Background: an optimization exercise with open tools, aiming at small area and a short achievable clock period. Do not read the settings as production practice.
In this exercise RTL edits were held to simulation tests only and were not proved equivalent to the original.
The flow treats the clock pin as an ideal source, which a real chip does not have.
Power figures rest on the tool's default switching activity, not on a simulated workload.

// mem_responder
module mem_responder #(
  parameter int LATENCY    = cpu_mem_pkg::LATENCY_DEF,   
  parameter int DEPTH_LOG2 = 8              
) (
  input  logic                clk,
  input  logic                rst_n,
  input  logic                enable,
  input  logic                wr,
  input  logic [cpu_mem_pkg::ADDR_W-1:0] addr,
  input  logic [cpu_mem_pkg::WORD_W-1:0] data_in,
  output logic [cpu_mem_pkg::WORD_W-1:0] data_out,
  output logic                ready,
  output logic                busy,
  output logic                valid
);
  localparam int W      = cpu_mem_pkg::WORD_W;
  localparam int NRING  = 64;
  localparam int NG     = 4;                 
  localparam int GS     = 16;                
  logic [2:0]  st, st_nx;
  logic        idle_q, busy_i;
  logic        complete;
  logic        idle_nx;
  logic        accept;
  assign complete = st[2];
  assign ready    = ~busy;
  assign accept   = idle_q & enable;
  assign idle_nx  = idle_q ? ~enable : complete;
  assign st_nx    = idle_nx ? 3'd0 : st + 3'd1;
  always_ff @(posedge clk or negedge rst_n) begin
    if (!rst_n) begin
      st     <= 3'd0;
      idle_q <= 1'b1;
      busy_i <= 1'b0;
      busy   <= 1'b0;
      valid  <= 1'b0;
    end else begin
      valid  <= complete;
      busy   <= ~idle_nx;
      st     <= st_nx;
      idle_q <= (st_nx == 3'd0);
      busy_i <= (st_nx != 3'd0);
    end
  end
  logic [2:0] phase;
  logic [2:0] phase_nx;
  assign phase_nx = phase + 3'd1;
  always_ff @(posedge clk) phase <= phase_nx;
  logic [7:0]   lat_addr, lat_addr_nx;
  logic [W-1:0] lat_data;
  logic         lat_wr, lat_wr_nx;
  assign lat_addr_nx = idle_q ? addr[8:1] : lat_addr;
  assign lat_wr_nx   = idle_q ? wr : lat_wr;
  logic [GS-1:0] sel_lo_q, sel_lo_d;
  logic [3:0]    sel_pa, sel_pb;
  logic [NG-1:0] sel_hi_q;
  for (genvar i = 0; i < GS; i++) begin : g_slo
    assign sel_lo_d[i] = (addr[6:3] == 4'(i));
  end
  for (genvar i = 0; i < 4; i++) begin : g_spre
    assign sel_pa[i] = ~busy_i & (addr[4:3] == 2'(i));
    assign sel_pb[i] = (addr[6:5] == 2'(i));
  end
  logic d_t0, d_t1, d_pd, d_lt, d_hold;
  logic l_t0, l_t1, l_pd, l_hold;
  logic fwd_nx, rd_take_nx, rd_done_nx;
  logic at_tap_nx;
  logic [2:0] pol_nx;
  ...
Size in the first run: roughly 6900 cells after synthesis, roughly 4300 flip-flops, roughly 55 I/O pins, roughly 0.10 mm^2 of cells after synthesis.
export LEC_CHECK = 0
export CAP_MARGIN = 20
export CORE_MARGIN = 2
export CORE_UTILIZATION = 65
export CTS_CLUSTER_DIAMETER = 100
export CTS_CLUSTER_SIZE = 30
export SETUP_SLACK_MARGIN = 2.7
export SLEW_MARGIN = 20
export SYNTH_HIERARCHICAL = 1
export SYNTH_MEMORY_MAX_BITS = 8192
export TNS_END_PERCENT = 20
create_clock -name core_clock -period 5.0 [get_ports {clk}]
run.sh (not shown) runs the stock make flow with config.mk's settings and CLKGATE_MAP_FILE= SYNTH_SCRIPT=/design/flow/synth_recipe.tcl, a recipe that flattens the netlist after the stock synthesis.
The first run completed with no timing, DRC or antenna violations.
Next try:
==> flow/flow/run.sh (new file) <==
#!/bin/bash
# Layout flow: the standard ORFS flow (standard.sh, all steps through
# finish), with one change: the port buffers that global placement inserts
# are sky130_fd_sc_hd__buf_4 cells instead of the delay-type buffer that
# buffer_ports picks by default, which is slow on the input paths.
# The make output goes to standard_flow.log here; each ORFS step keeps its
# own log under orfs/logs/.
set -euo pipefail
export BUFFER_PORTS_ARGS="-buffer_cell sky130_fd_sc_hd__buf_4"
bash standard.sh finish > standard_flow.log 2>&1
==> flow/standard.sh (new file) <==
#!/bin/bash
# synth_recipe.tcl (not shown) runs the flow's synth.tcl, then flattens the netlist and writes it again
# the make line also repeats each setting of config.mk as NAME=value (left out here)
make -C /OpenROAD-flow-scripts/flow DESIGN_CONFIG=/design/flow/config.mk WORK_HOME=/design/flow/orfs CLKGATE_MAP_FILE= SYNTH_SCRIPT=/design/flow/synth_recipe.tcl "${@:-finish}"
removed: flow/run.sh
Result: Total power barely changes. Global-route usage is about the same. Sequential share of layout area grows by 0.53 points. Utilization falls by 0.50 points.

---

## v14
The RTL this note starts from:
==> flow/design.v <==
package cpu_mem_pkg;
  localparam int WORD_W      = 16;   
  localparam int ADDR_W      = 16;   
  localparam int LATENCY_DEF = 4;    
  localparam int CNT_W       = 4;    
  typedef logic [WORD_W-1:0] word_t;
  typedef enum logic {
    IDLE = 1'b0,
    WAIT = 1'b1
  } state_t;
endpackage
module lat_counter #(
  parameter int W = 4
) (
  input  logic         clk,
  input  logic         rst_n,
  input  logic         load,
  input  logic [W-1:0] load_value,
  input  logic         run,
  output logic         zero
);
  logic [W-1:0] cnt;
  always_ff @(posedge clk or negedge rst_n) begin
    if (!rst_n) begin
      cnt <= '0;
    end else if (load) begin
      cnt <= load_value;
    end else if (run && (cnt != '0)) begin
      cnt <= cnt - 1'b1;
    end
  end
  assign zero = (cnt == '0);
endmodule
module mem_responder #(
  parameter int LATENCY    = cpu_mem_pkg::LATENCY_DEF,   
  parameter int DEPTH_LOG2 = 8              
) (
  input  logic                clk,
  input  logic                rst_n,
  input  logic                enable,
  input  logic                wr,
  input  logic [cpu_mem_pkg::ADDR_W-1:0] addr,
  input  logic [cpu_mem_pkg::WORD_W-1:0] data_in,
  output logic [cpu_mem_pkg::WORD_W-1:0] data_out,
  output logic                ready,
  output logic                busy,
  output logic                valid
);
  localparam int W      = cpu_mem_pkg::WORD_W;
  localparam int NRING  = 64;
  localparam int NG     = 4;                 
  localparam int GS     = 16;                
  logic [2:0]  st, st_nx;
  logic        idle_q, busy_i;
  logic        complete;
  logic        idle_nx;
  logic        accept;
  assign complete = st[2];
  assign ready    = ~busy;
  assign accept   = idle_q & enable;
  assign idle_nx  = idle_q ? ~enable : complete;
  assign st_nx    = idle_nx ? 3'd0 : st + 3'd1;
  always_ff @(posedge clk or negedge rst_n) begin
    if (!rst_n) begin
      st     <= 3'd0;
      idle_q <= 1'b1;
      busy_i <= 1'b0;
      busy   <= 1'b0;
      valid  <= 1'b0;
    end else begin
      valid  <= complete;
      busy   <= ~idle_nx;
      st     <= st_nx;
      idle_q <= (st_nx == 3'd0);
      busy_i <= (st_nx != 3'd0);
    end
  end
  logic [2:0] phase;
  logic [2:0] phase_nx;
  assign phase_nx = phase + 3'd1;
  always_ff @(posedge clk) phase <= phase_nx;
  logic [7:0]   lat_addr, lat_addr_nx;
  logic [W-1:0] lat_data;
  logic         lat_wr, lat_wr_nx;
  assign lat_addr_nx = idle_q ? addr[8:1] : lat_addr;
  assign lat_wr_nx   = idle_q ? wr : lat_wr;
  logic [W-1:0]  tap;
  logic [GS-1:0] sel_lo_q, sel_lo_d;
  logic [3:0]    sel_pa, sel_pb;
  logic [NG-1:0] sel_hi_q;
  for (genvar i = 0; i < GS; i++) begin : g_slo
    assign sel_lo_d[i] = (addr[6:3] == 4'(i));
  end
  for (genvar i = 0; i < 4; i++) begin : g_spre
    assign sel_pa[i] = ~busy_i & (addr[4:3] == 2'(i));
    assign sel_pb[i] = (addr[6:5] == 2'(i));
  end
  logic d_t0, d_t1, d_pd, d_lt, d_hold;
  logic l_t0, l_t1, l_pd, l_hold;
  logic fwd_nx, rd_take_nx, rd_done_nx;
  logic at_tap_nx;
  logic [2:0] pol_nx;
  assign pol_nx = phase_nx - 3'd3;
  logic         pend_v, pend_v_nx;
  logic [7:0]   pend_addr, pend_addr_nx;
  logic [W-1:0] pend_data;
  logic         commit_q, commit_nx;
  logic [NRING-1:0] wen_q;
  logic [W-1:0] wdata_n;
  assign pend_v_nx    = (complete & lat_wr) | (pend_v & ~commit_q);
  assign pend_addr_nx = (complete & lat_wr) ? lat_addr : pend_addr;
  assign commit_nx    = pend_v_nx & ((pend_addr_nx[1:0] + phase_nx[1:0]) == 2'd0);
  assign wdata_n = ~(pend_data ^ {W{phase_nx[2]}});
  assign at_tap_nx = ((lat_addr_nx[1:0] + phase_nx[1:0]) == 2'd0);
  assign fwd_nx     = pend_v_nx & (pend_addr_nx == lat_addr_nx);
  assign rd_take_nx = ~idle_nx & at_tap_nx & ~lat_wr_nx;
  assign rd_done_nx = st_nx[2] & ~lat_wr_nx;
  always_ff @(posedge clk or negedge rst_n) begin
    if (!rst_n) begin
      sel_lo_q <= '0;
      d_t0     <= 1'b0;
      d_t1     <= 1'b0;
      d_pd     <= 1'b0;
      d_lt     <= 1'b0;
      d_hold   <= 1'b1;
    end else begin
      if (idle_q)
        sel_lo_q <= enable ? sel_lo_d : '0;
      else if (complete)
        sel_lo_q <= '0;
      d_t0   <= rd_done_nx & at_tap_nx & ~fwd_nx & ~pol_nx[2];
      d_t1   <= rd_done_nx & at_tap_nx & ~fwd_nx & pol_nx[2];
      d_pd   <= rd_done_nx & at_tap_nx & fwd_nx;
      d_lt   <= rd_done_nx & ~at_tap_nx;
      d_hold <= ~rd_done_nx;
    end
  end
  always_ff @(posedge clk) begin
    pend_v    <= pend_v_nx;
    pend_addr <= pend_addr_nx;
    commit_q  <= commit_nx;
    for (int i = 0; i < NRING; i++)
      wen_q[i] <= commit_nx & (pend_addr_nx[7:2] == 6'(i));
    if (complete && lat_wr) pend_data <= lat_data;
    lat_addr <= lat_addr_nx;
    lat_wr   <= lat_wr_nx;
    if (idle_q) begin
      for (int i = 0; i < NG; i++)
        sel_hi_q[i] <= (addr[8:7] != 2'(i));
    end
    if (idle_q)
      lat_data <= data_in;
    else
      lat_data <= ({W{l_t0}} & tap) | ({W{l_t1}} & ~tap) |
                  ({W{l_pd}} & pend_data) | ({W{l_hold}} & lat_data);
    l_t0   <= rd_take_nx & ~fwd_nx & ~pol_nx[2];
    l_t1   <= rd_take_nx & ~fwd_nx & pol_nx[2];
    l_pd   <= rd_take_nx & fwd_nx;
    l_hold <= ~idle_nx & ~rd_take_nx;
  end
  logic [W-1:0] s0 [NRING];
  logic [W-1:0] s1 [NRING];
  logic [W-1:0] s2 [NRING];
  logic [W-1:0] s3 [NRING];
  logic [W-1:0] s1_nx [NRING];
  for (genvar r = 0; r < NRING; r++) begin : g_ring
    logic wen_n;
    assign wen_n = ~wen_q[r];
    for (genvar b = 0; b < W; b++) begin : g_bit
      mr_mux_inv u_wr (
        .s_n (wen_n),
        .a   (wdata_n[b]),
        .s   (wen_q[r]),
        .b   (s0[r][b]),
        .y   (s1_nx[r][b])
      );
    end
    always_ff @(posedge clk) begin
      s1[r] <= s1_nx[r];
      s2[r] <= s1[r];
      s3[r] <= s2[r];
      s0[r] <= s3[r];
    end
  end
  logic [W-1:0] grp [NG];
  for (genvar g = 0; g < NG; g++) begin : g_grp
    logic [W-1:0]  grp_d;
    logic [GS-1:0] sel;
    mr_sel_lo u_sel (
      .pa  (sel_pa),
      .pb  (sel_pb),
      .q   (sel_lo_q),
      .y   (sel)
    );
    for (genvar b = 0; b < W; b++) begin : g_col
      logic [GS-1:0] col;
      for (genvar r = 0; r < GS; r++) begin : g_r
        assign col[r] = s3[g*GS+r][b];
      end
      mr_read_col #(.N(GS)) u_col (
        .d   (col),
        .sel_n (sel),
        .y     (grp_d[b])
      );
    end
    always_ff @(posedge clk) grp[g] <= grp_d;
  end
  for (genvar b = 0; b < W; b++) begin : g_tap
    logic [NG-1:0] col;
    for (genvar g = 0; g < NG; g++) begin : g_g
      assign col[g] = grp[g][b];
    end
    mr_read_col #(.N(NG)) u_col (
      .d   (col),
      .sel_n (sel_hi_q),
      .y     (tap[b])
    );
  end
  always_ff @(posedge clk or negedge rst_n) begin
    if (!rst_n) begin
      data_out <= '0;
    end else begin
      data_out <= ({W{d_t0}} & tap) | ({W{d_t1}} & ~tap) | ({W{d_pd}} & pend_data) |
                  ({W{d_lt}} & lat_data) | ({W{d_hold}} & data_out);
    end
  end
endmodule
module mr_mux_inv (
  input  logic s_n,
  input  logic a,
  input  logic s,
  input  logic b,
  output logic y
);
  assign y = ~((s_n | a) & (s | b));
endmodule
module mr_read_col #(
  parameter int N = 16
) (
  input  logic [N-1:0] d,
  input  logic [N-1:0] sel_n,
  output logic         y
);
  logic [N/2-1:0] pair;
  for (genvar i = 0; i < N/2; i++) begin : g_pair
    mr_mux_inv u_pair (
      .s_n (d[2*i]),
      .a   (sel_n[2*i]),
      .s   (d[2*i+1]),
      .b   (sel_n[2*i+1]),
      .y   (pair[i])
    );
  end
  if (N == 16) begin : g_16
    logic [3:0] a;
    logic [1:0] b;
    for (genvar i = 0; i < 4; i++) begin : g_a
      mr_nor2 u_a (.a(pair[2*i]), .b(pair[2*i+1]), .y(a[i]));
    end
    mr_nand2 u_b0 (.a(a[0]), .b(a[1]), .y(b[0]));
    mr_nand2 u_b1 (.a(a[2]), .b(a[3]), .y(b[1]));
    mr_nor2  u_y  (.a(b[0]), .b(b[1]), .y(y));
  end else begin : g_4
    mr_nor2  u_y  (.a(pair[0]), .b(pair[1]), .y(y));
  end
endmodule
module mr_sel_lo (
  input  logic [3:0]  pa,
  input  logic [3:0]  pb,
  input  logic [15:0] q,
  output logic [15:0] y
);
  for (genvar i = 0; i < 16; i++) begin : g_y
    assign y[i] = ~((pa[i % 4] & pb[i / 4]) | q[i]);
  end
endmodule
module mr_nand2 (
  input  logic a, b,
  output logic y
);
  assign y = ~(a & b);
endmodule
module mr_nor2 (
  input  logic a, b,
  output logic y
);
  assign y = ~(a | b);
endmodule
==> flow/config.mk <==
export PLATFORM = sky130hd
export DESIGN_NAME = mem_responder
export DESIGN_NICKNAME = mem_responder
export VERILOG_FILES = /design/flow/design.v
export SDC_FILE = /design/flow/constraint.sdc
export NUM_CORES = 4
export LEC_CHECK = 0
export CAP_MARGIN = 20
export CORE_MARGIN = 2
export CORE_UTILIZATION = 65
export CTS_CLUSTER_DIAMETER = 100
export CTS_CLUSTER_SIZE = 30
export SETUP_SLACK_MARGIN = 2.7
export SLEW_MARGIN = 20
export SYNTH_HIERARCHICAL = 1
export SYNTH_MEMORY_MAX_BITS = 8192
export TNS_END_PERCENT = 20
==> flow/constraint.sdc <==
create_clock -name core_clock -period 5.0 [get_ports {clk}]
set_input_delay 1.0000 -clock core_clock [delete_from_list [all_inputs] [get_ports {clk}]]
set_output_delay 1.0000 -clock core_clock [all_outputs]
set_load 0.01 [all_outputs]
standard.sh (not shown) runs the stock make flow with config.mk's settings and CLKGATE_MAP_FILE= SYNTH_SCRIPT=/design/flow/synth_recipe.tcl, a recipe that flattens the netlist after the stock synthesis.
==> flow/flow/run.sh <==
#!/bin/bash
# Layout flow: the standard ORFS flow (standard.sh, all steps through
# finish), with two changes:
# - the port buffers that global placement inserts are
#   sky130_fd_sc_hd__buf_4 cells instead of the delay-type buffer that
#   buffer_ports picks by default, which is slow on the input paths;
# - before clock tree synthesis, flow/pre_cts.tcl moves each flip-flop that
#   drives an output-port buffer next to that buffer (then legalizes), so
#   the flip-flop's output wire is short.
# The make output goes to standard_flow.log here; each ORFS step keeps its
# own log under orfs/logs/.
set -euo pipefail
here=$(pwd)
export BUFFER_PORTS_ARGS="-buffer_cell sky130_fd_sc_hd__buf_4"
export PRE_CTS_TCL="$here/flow/pre_cts.tcl"
bash standard.sh finish > standard_flow.log 2>&1
==> flow/flow/pre_cts.tcl <==
# Move each flip-flop that drives an output-port buffer next to that buffer,
# then legalize: shortens the flip-flop's output wire.
set block [ord::get_db_block]
set moved 0
foreach bterm [$block getBTerms] {
  if {[$bterm getIoType] ne "OUTPUT"} continue
  set net [$bterm getNet]
  if {$net eq "NULL"} continue
  set buf ""
  foreach it [$net getITerms] { if {[$it isOutputSignal]} { set buf [$it getInst] } }
  if {$buf eq ""} continue
  set innet ""
  foreach it [$buf getITerms] { if {[$it isInputSignal] && [$it getNet] ne "NULL"} { set innet [$it getNet] } }
  if {$innet eq ""} continue
  set drv ""
  foreach it [$innet getITerms] { if {[$it isOutputSignal]} { set drv [$it getInst] } }
  if {$drv eq ""} continue
  if {![string match "*__df*" [[$drv getMaster] getName]]} continue
  set loc [$buf getLocation]
  $drv setLocation [lindex $loc 0] [lindex $loc 1]
  $drv setPlacementStatus PLACED
  incr moved
}
puts "pre_cts hook: moved $moved output flip-flops next to their port buffers"
detailed_placement
Every stage of the flow completed for v14, and the final layout passed the timing, DRC and antenna checks.
--- input diff v14..v34 ---
==> flow/flow/run.sh <==
#!/bin/bash
# Layout flow: the standard ORFS flow (standard.sh, all steps through
# finish), with one change: the port buffers that global placement inserts
# are sky130_fd_sc_hd__buf_4 cells instead of the delay-type buffer that
# buffer_ports picks by default, which is slow on the input paths.
# The make output goes to standard_flow.log here; each ORFS step keeps its
# own log under orfs/logs/.
set -euo pipefail
export BUFFER_PORTS_ARGS="-buffer_cell sky130_fd_sc_hd__buf_4"
bash standard.sh finish > standard_flow.log 2>&1
removed: flow/flow/pre_cts.tcl
### Flow results
Changes observed in v34 relative to v14: maximum frequency now smaller; flip-flop and latch share of the layout cell area has remained practically unchanged. The higher number of signal-net buffers in the layout of v14 and v34 is in v34. v34 vs. v14: worst setup slack lower, combinational share of power has decreased, cell area power density saw a decrease, post-route minimum period shows an increase of 130 ps. For area growth from synthesis to layout, v34 and v14 come out practically identical.
> inputs changed (v34 -> v11)
==> flow/flow/run.sh <==
#!/bin/bash
# Layout flow: the standard ORFS flow (standard.sh, all steps through
# finish), with two changes:
# - the port buffers that global placement inserts are
#   sky130_fd_sc_hd__buf_4 cells instead of the delay-type buffer that
#   buffer_ports picks by default, which is slow on the input paths;
# - before clock tree synthesis, flow/pre_cts.tcl moves each flip-flop that
#   drives an output-port buffer next to that buffer (then legalizes), so
#   the flip-flop's output wire is short.
# The make output goes to standard_flow.log here; each ORFS step keeps its
# own log under orfs/logs/.
set -euo pipefail
here=$(pwd)
export BUFFER_PORTS_ARGS="-buffer_cell sky130_fd_sc_hd__buf_4"
export PRE_CTS_TCL="$here/flow/pre_cts.tcl"
bash standard.sh finish > standard_flow.log 2>&1
==> flow/flow/pre_cts.tcl (new file) <==
# Move each flip-flop that drives an output-port buffer next to that buffer,
# then legalize: shortens the flip-flop's output wire.
set block [ord::get_db_block]
set moved 0
foreach bterm [$block getBTerms] {
  if {[$bterm getIoType] ne "OUTPUT"} continue
  set net [$bterm getNet]
  if {$net eq "NULL"} continue
  set buf ""
  foreach it [$net getITerms] { if {[$it isOutputSignal]} { set buf [$it getInst] } }
  if {$buf eq ""} continue
  set innet ""
  foreach it [$buf getITerms] { if {[$it isInputSignal] && [$it getNet] ne "NULL"} { set innet [$it getNet] } }
  if {$innet eq ""} continue
  set drv ""
  foreach it [$innet getITerms] { if {[$it isOutputSignal]} { set drv [$it getInst] } }
  if {$drv eq ""} continue
  if {![string match "*__df*" [[$drv getMaster] getName]]} continue
  set loc [$buf getLocation]
  $drv setLocation [lindex $loc 0] [lindex $loc 1]
  $drv setPlacementStatus PLACED
  incr moved
}
puts "pre_cts hook: moved $moved output flip-flops next to their port buffers"
detailed_placement
--- a/flow/config.mk
+++ b/flow/config.mk
@@ -11,3 +11,3 @@
 export CTS_CLUSTER_DIAMETER = 100
-export CTS_CLUSTER_SIZE = 30
+export CTS_CLUSTER_SIZE = 26
 export SETUP_SLACK_MARGIN = 2.7
--- outcome ---
In the reports for v34 and v11, the smaller path length in cells of the critical path belongs to v34.
Looking only at global router's overall resource usage, and setting everything else aside, the lower value of v34 and v11 goes to v34.
DRC marker count from the first detailed-route iteration, v34 and v11: larger value in v34
Wire length of the first global-routing pass ended up 2700 microns higher on v11 than on v34.
Final worst slack: v11 vs v34 up 130 ps
In the tables for v34 and v11, clock buffer count reads lower with v34.
Filler-free cell count of the finished design: v34 vs v11, no meaningful difference

==> separate check: timing with driven ports <==
The flow's constraints put no driver on any port. The routed layouts listed below were extracted and timed again, unchanged, in two steps. Step 1 (the two cells are an assumption about what drives the block):
set clk [get_ports {clk}]
set_driving_cell -lib_cell sky130_fd_sc_hd__clkbuf_16 $clk
set_driving_cell -lib_cell sky130_fd_sc_hd__buf_2 [delete_from_list [all_inputs] $clk]
Step 2, shift: input delay + t, output delay - t, t = (earliest + latest rising clock arrival at the registers) / 2. This alone moves slack from input paths to output paths. Three values: no drivers, after step 1, after step 2; two values: the first two.
run | shift t [ns] | slack for setup (ns) | worst slew at a driven data input, ns
the first run of note 1 | 0.891 | 2.514 / 2.433 / 1.601 | 0.13
the second run of note 1 | 0.923 | 2.477 / 2.390 / 1.755 | 0.13
v14 | 0.898 | 2.609 / 2.519 / 1.725 | 0.13
v34 | 0.923 | 2.477 / 2.390 / 1.755 | 0.13
v11 | 0.906 | 2.607 / 2.515 / 1.740 | 0.13
After both steps setup and hold are still met in every run listed. The setup slack of the first run of note 1, which loses most, moves by -0.081 ns with the drivers and by -0.913 ns with both steps.
